From an optimization exercise on the open Yosys and OpenROAD flow, aimed at small area; shortcuts taken in it are not production practice.
Power and IR drop assume default switching activity.

==> run a: inputs <==
## snes_host_top
module snes_host_top
(
  input  logic           clk_74a,
  input  logic           pll_core_locked,
  input  logic [64:0]    bridge_in,
  input  logic [15:0]    cont1_key,
  input  logic [31:0]    cont1_joy,
  input  logic [27:0]    video_in,
  output logic [16:0]    cart_info,
  output logic [14:0]    core_settings,
  output logic           core_reset,
  output logic [31:0]    pad_state,
  output logic [26:0]    video_out
);
==> module bridge_settings, before the edit <==
module bridge_settings
(
  input  logic            clk_74a,
  input  logic            pll_core_locked,
  input  snes_host_pkg::bridge_wr_t      bridge_in,
  output snes_host_pkg::cart_info_t      cart_info,
  output snes_host_pkg::core_settings_t  core_settings,
  output snes_host_pkg::video_settings_t video_settings,
  output logic [7:0]      deadzone,
  output logic            core_reset
);
  logic [reset_cnt_w-1:0] reset_cnt;
  logic                   reset_hit;
  logic       wr_base;
  logic [3:0] a_hi;
  logic [3:0] a_lo;
  logic       hi0, hi1, hi2, hi4, hi8;
  logic       lo0, lo1, lo2, lo3, lo4;
  assign wr_base = bridge_in.wr && (bridge_in.addr[31:10] == '0) &&
                   (bridge_in.addr[1:0] == '0);
  assign a_hi = bridge_in.addr[9:6];
  assign a_lo = bridge_in.addr[5:2];
  assign hi0  = wr_base && (a_hi == 4'h0);
  assign hi1  = wr_base && (a_hi == 4'h1);
  assign hi2  = wr_base && (a_hi == 4'h2);
  assign hi4  = wr_base && (a_hi == 4'h4);
  assign hi8  = wr_base && (a_hi == 4'h8);
  assign lo0  = (a_lo == 4'h0);
  assign lo1  = (a_lo == 4'h1);
  assign lo2  = (a_lo == 4'h2);
  assign lo3  = (a_lo == 4'h3);
  assign lo4  = (a_lo == 4'h4);
  assign reset_hit = hi1 && lo4;    
  always_ff @(posedge clk_74a or negedge pll_core_locked) begin
    if (!pll_core_locked) begin
      cart_info      <= '0;
      core_settings  <= '0;
      video_settings <= '0;
      deadzone       <= '0;
    end else begin
      if (hi0 && lo1) cart_info.rom_size <= bridge_in.data[3:0];         
      if (hi0 && lo2) cart_info.rom_type <= bridge_in.data[7:0];         
      if (hi0 && lo3) cart_info.ram_size <= bridge_in.data[3:0];         
      if (hi0 && lo4) cart_info.pal <= bridge_in.data[0];                
      if (hi2 && lo0) core_settings.cpu_turbo <= bridge_in.data[0];      
      if (hi2 && lo1) core_settings.gsu_turbo <= bridge_in.data[0];      
      if (hi4 && lo0) core_settings.multitap <= bridge_in.data[0];       
      if (hi4 && lo1) begin                                              
        core_settings.lightgun      <= bridge_in.data[0];
        core_settings.lightgun_type <= bridge_in.data[1];
        core_settings.mouse         <= bridge_in.data[2];
      end
      if (hi4 && lo2) core_settings.aim_speed <= bridge_in.data[7:0];    
      if (hi4 && lo3) deadzone <= bridge_in.data[7:0];                   
      if (hi8 && lo0) video_settings.square_pixels <= bridge_in.data[0]; 
      if (hi8 && lo1) core_settings.blend <= bridge_in.data[0];          
      if (hi8 && lo2) video_settings.color_correction <= bridge_in.data[7:0];  
    end
  end
  always_ff @(posedge clk_74a or negedge pll_core_locked) begin
    if (!pll_core_locked) begin
      reset_cnt <= '0;
    end else if (reset_hit) begin
      reset_cnt <= reset_cnt_w'(reset_pulse_cycles);
    end else if (reset_cnt != '0) begin
      reset_cnt <= reset_cnt - 1'b1;
    end
  end
  assign core_reset = (reset_cnt != '0);
endmodule
export LEC_CHECK = 0
export CAP_MARGIN = 20
export CORE_MARGIN = 2
export CORE_UTILIZATION = 40
export SLEW_MARGIN = 20
export SYNTH_HIERARCHICAL = 1
create_clock -name core_clock -period 13.5 [get_ports {clk_74a}]
standard.sh (not shown) runs the stock make flow with config.mk's settings and CLKGATE_MAP_FILE= SYNTH_SCRIPT=/design/flow/synth_recipe.tcl, a recipe that flattens the netlist after the stock synthesis.
==> flow/flow/run.sh <==
#!/bin/bash
# Layout: the standard ORFS flow, with two changes to how the layout
# is built: the port buffers are the smallest buffer cell (buf_1) instead
# of the flow's default pick, and the clock tree uses no dummy loads.
set -euo pipefail
export BUFFER_PORTS_ARGS="-buffer_cell sky130_fd_sc_hd__buf_1"
export CTS_ARGS="-sink_clustering_enable -repair_clock_nets -dont_use_dummy_load -buf_list {sky130_fd_sc_hd__clkbuf_2 sky130_fd_sc_hd__clkbuf_4} -root_buf sky130_fd_sc_hd__clkbuf_4 -sink_clustering_size 30 -sink_clustering_max_diameter 100"
bash standard.sh > orfs_make.log 2>&1
==> run b: changes against run a <==
--- a/flow/design.v
+++ b/flow/design.v
@@ -91,24 +91,5 @@
   logic [reset_cnt_w-1:0] reset_cnt;
   logic                   reset_hit;
-  logic       wr_base;
-  logic [3:0] a_hi;
-  logic [3:0] a_lo;
-  logic       hi0, hi1, hi2, hi4, hi8;
-  logic       lo0, lo1, lo2, lo3, lo4;
-  assign wr_base = bridge_in.wr && (bridge_in.addr[31:10] == '0) &&
-                   (bridge_in.addr[1:0] == '0);
-  assign a_hi = bridge_in.addr[9:6];
-  assign a_lo = bridge_in.addr[5:2];
-  assign hi0  = wr_base && (a_hi == 4'h0);
-  assign hi1  = wr_base && (a_hi == 4'h1);
-  assign hi2  = wr_base && (a_hi == 4'h2);
-  assign hi4  = wr_base && (a_hi == 4'h4);
-  assign hi8  = wr_base && (a_hi == 4'h8);
-  assign lo0  = (a_lo == 4'h0);
-  assign lo1  = (a_lo == 4'h1);
-  assign lo2  = (a_lo == 4'h2);
-  assign lo3  = (a_lo == 4'h3);
-  assign lo4  = (a_lo == 4'h4);
-  assign reset_hit = hi1 && lo4;    
+  assign reset_hit = bridge_in.wr && (bridge_in.addr == addr_reset);
   always_ff @(posedge clk_74a or negedge pll_core_locked) begin
     if (!pll_core_locked) begin
@@ -117,22 +98,50 @@
       video_settings <= '0;
       deadzone       <= '0;
-    end else begin
-      if (hi0 && lo1) cart_info.rom_size <= bridge_in.data[3:0];         
-      if (hi0 && lo2) cart_info.rom_type <= bridge_in.data[7:0];         
-      if (hi0 && lo3) cart_info.ram_size <= bridge_in.data[3:0];         
-      if (hi0 && lo4) cart_info.pal <= bridge_in.data[0];                
-      if (hi2 && lo0) core_settings.cpu_turbo <= bridge_in.data[0];      
-      if (hi2 && lo1) core_settings.gsu_turbo <= bridge_in.data[0];      
-      if (hi4 && lo0) core_settings.multitap <= bridge_in.data[0];       
-      if (hi4 && lo1) begin                                              
-        core_settings.lightgun      <= bridge_in.data[0];
-        core_settings.lightgun_type <= bridge_in.data[1];
-        core_settings.mouse         <= bridge_in.data[2];
-      end
-      if (hi4 && lo2) core_settings.aim_speed <= bridge_in.data[7:0];    
-      if (hi4 && lo3) deadzone <= bridge_in.data[7:0];                   
-      if (hi8 && lo0) video_settings.square_pixels <= bridge_in.data[0]; 
-      if (hi8 && lo1) core_settings.blend <= bridge_in.data[0];          
-      if (hi8 && lo2) video_settings.color_correction <= bridge_in.data[7:0];  
+    end else if (bridge_in.wr) begin
+      case (bridge_in.addr)
+        addr_rom_size: begin
+          cart_info.rom_size <= bridge_in.data[3:0];
+        end
+        addr_rom_type: begin
+          cart_info.rom_type <= bridge_in.data[7:0];
+        end
+        addr_ram_size: begin
+          cart_info.ram_size <= bridge_in.data[3:0];
+        end
+        addr_pal: begin
+          cart_info.pal <= bridge_in.data[0];
+        end
+        addr_cpu_turbo: begin
+          core_settings.cpu_turbo <= bridge_in.data[0];
+        end
+        addr_gsu_turbo: begin
+          core_settings.gsu_turbo <= bridge_in.data[0];
+        end
+        addr_multitap: begin
+          core_settings.multitap <= bridge_in.data[0];
+        end
+        addr_lightgun: begin
+          core_settings.lightgun      <= bridge_in.data[0];
+          core_settings.lightgun_type <= bridge_in.data[1];
+          core_settings.mouse         <= bridge_in.data[2];
+        end
+        addr_aim_speed: begin
+          core_settings.aim_speed <= bridge_in.data[7:0];
+        end
+        addr_deadzone: begin
+          deadzone <= bridge_in.data[7:0];
+        end
+        addr_square_pixels: begin
+          video_settings.square_pixels <= bridge_in.data[0];
+        end
+        addr_blend: begin
+          core_settings.blend <= bridge_in.data[0];
+        end
+        addr_color_correction: begin
+          video_settings.color_correction <= bridge_in.data[7:0];
+        end
+        default: begin
+        end
+      endcase
     end
   end
==> flow/flow/run.sh (replaced) <==
#!/bin/bash
# Layout: the standard ORFS flow, with two changes to how the layout
# is built: the port buffers are the smallest buffer cell (buf_1) instead
# of the flow's default pick, and the clock tree uses no dummy loads.
set -euo pipefail
export BUFFER_PORTS_ARGS="-buffer_cell sky130_fd_sc_hd__buf_1"
export CTS_ARGS="-sink_clustering_enable -repair_clock_nets -dont_use_dummy_load"
bash standard.sh > orfs_make.log 2>&1
==> run notes <==
die height 147.5 microns; total track usage 0.1900; Signal buf overhead 0.07790; Critical Path RT 13.65 ns; vias 5922; adder-cell share of the synthesized area 0.2574; Die W 147.5 microns; LEAKAGE 3.538 nW; WL/cell 16.72 microns; Die ar. 0.02175 sq mm; total power 874.5 uW; largest net degree at the start of global routing 74; DR vias/cell 5.118; status finished clean; ranking of synthesized cells by area dfrtp_1, fa_1, edfxtp_1; DP HPWL 15000 microns; Power Sequential 379 uW; Non-Clock Buffer Count 196; Max VDD drop 76.67 uV; R2R cell count 23; clk_skew 0.01606 ns
-- figures above: run b

==> run notes <==
Power Sequential 377 uW; Die W 147.5 microns; Critical Path RT 13.76 ns; Die ar. 0.02176 sq mm; ranking of synthesized cells by area dfrtp_1, fa_1, edfxtp_1; Signal buf overhead 0.08176; vias 6013; die height 147.5 microns; status finished clean; total power 697.0 uW; DP HPWL 15540 microns; Max VDD drop 65.37 uV; Non-Clock Buffer Count 197; clk_skew 0.04024 ns
-- figures above: run a

No functional check of the RTL was part of any run of this note.

-- what the ideal ports hide --
No port has a modelled driver above. Below, the same layouts with a new extraction and two added sets of constraints.
Step 1 assumes that a clkbuf_16 drives the clock port and a buf_2 every other input.
Step 2 times the ports against the registers' clock, not the clock port: input delays grow and output delays shrink by t, the midpoint of the rising clock arrivals with the driver on.
a / b / c = ideal / step 1 / step 2; a / b = the first two.
run | shift t [ns] | setup WS [ns] | clock arrival spread, ns | slew at the worst register clock pin (ns) | cell pins on the clock port's net
run a | 0.524 | 2.635 / 2.643 / 2.119 | 0.040 / 0.041 | 0.11 / 0.11 | 1
run b | 0.443 | 2.678 / 2.695 / 2.252 | 0.018 / 0.018 | 0.05 / 0.05 | 1
After both steps every run listed still meets setup and hold. The setup slack of run a, which loses most, moves by +0.008 ns with the drivers and by -0.516 ns with both steps.
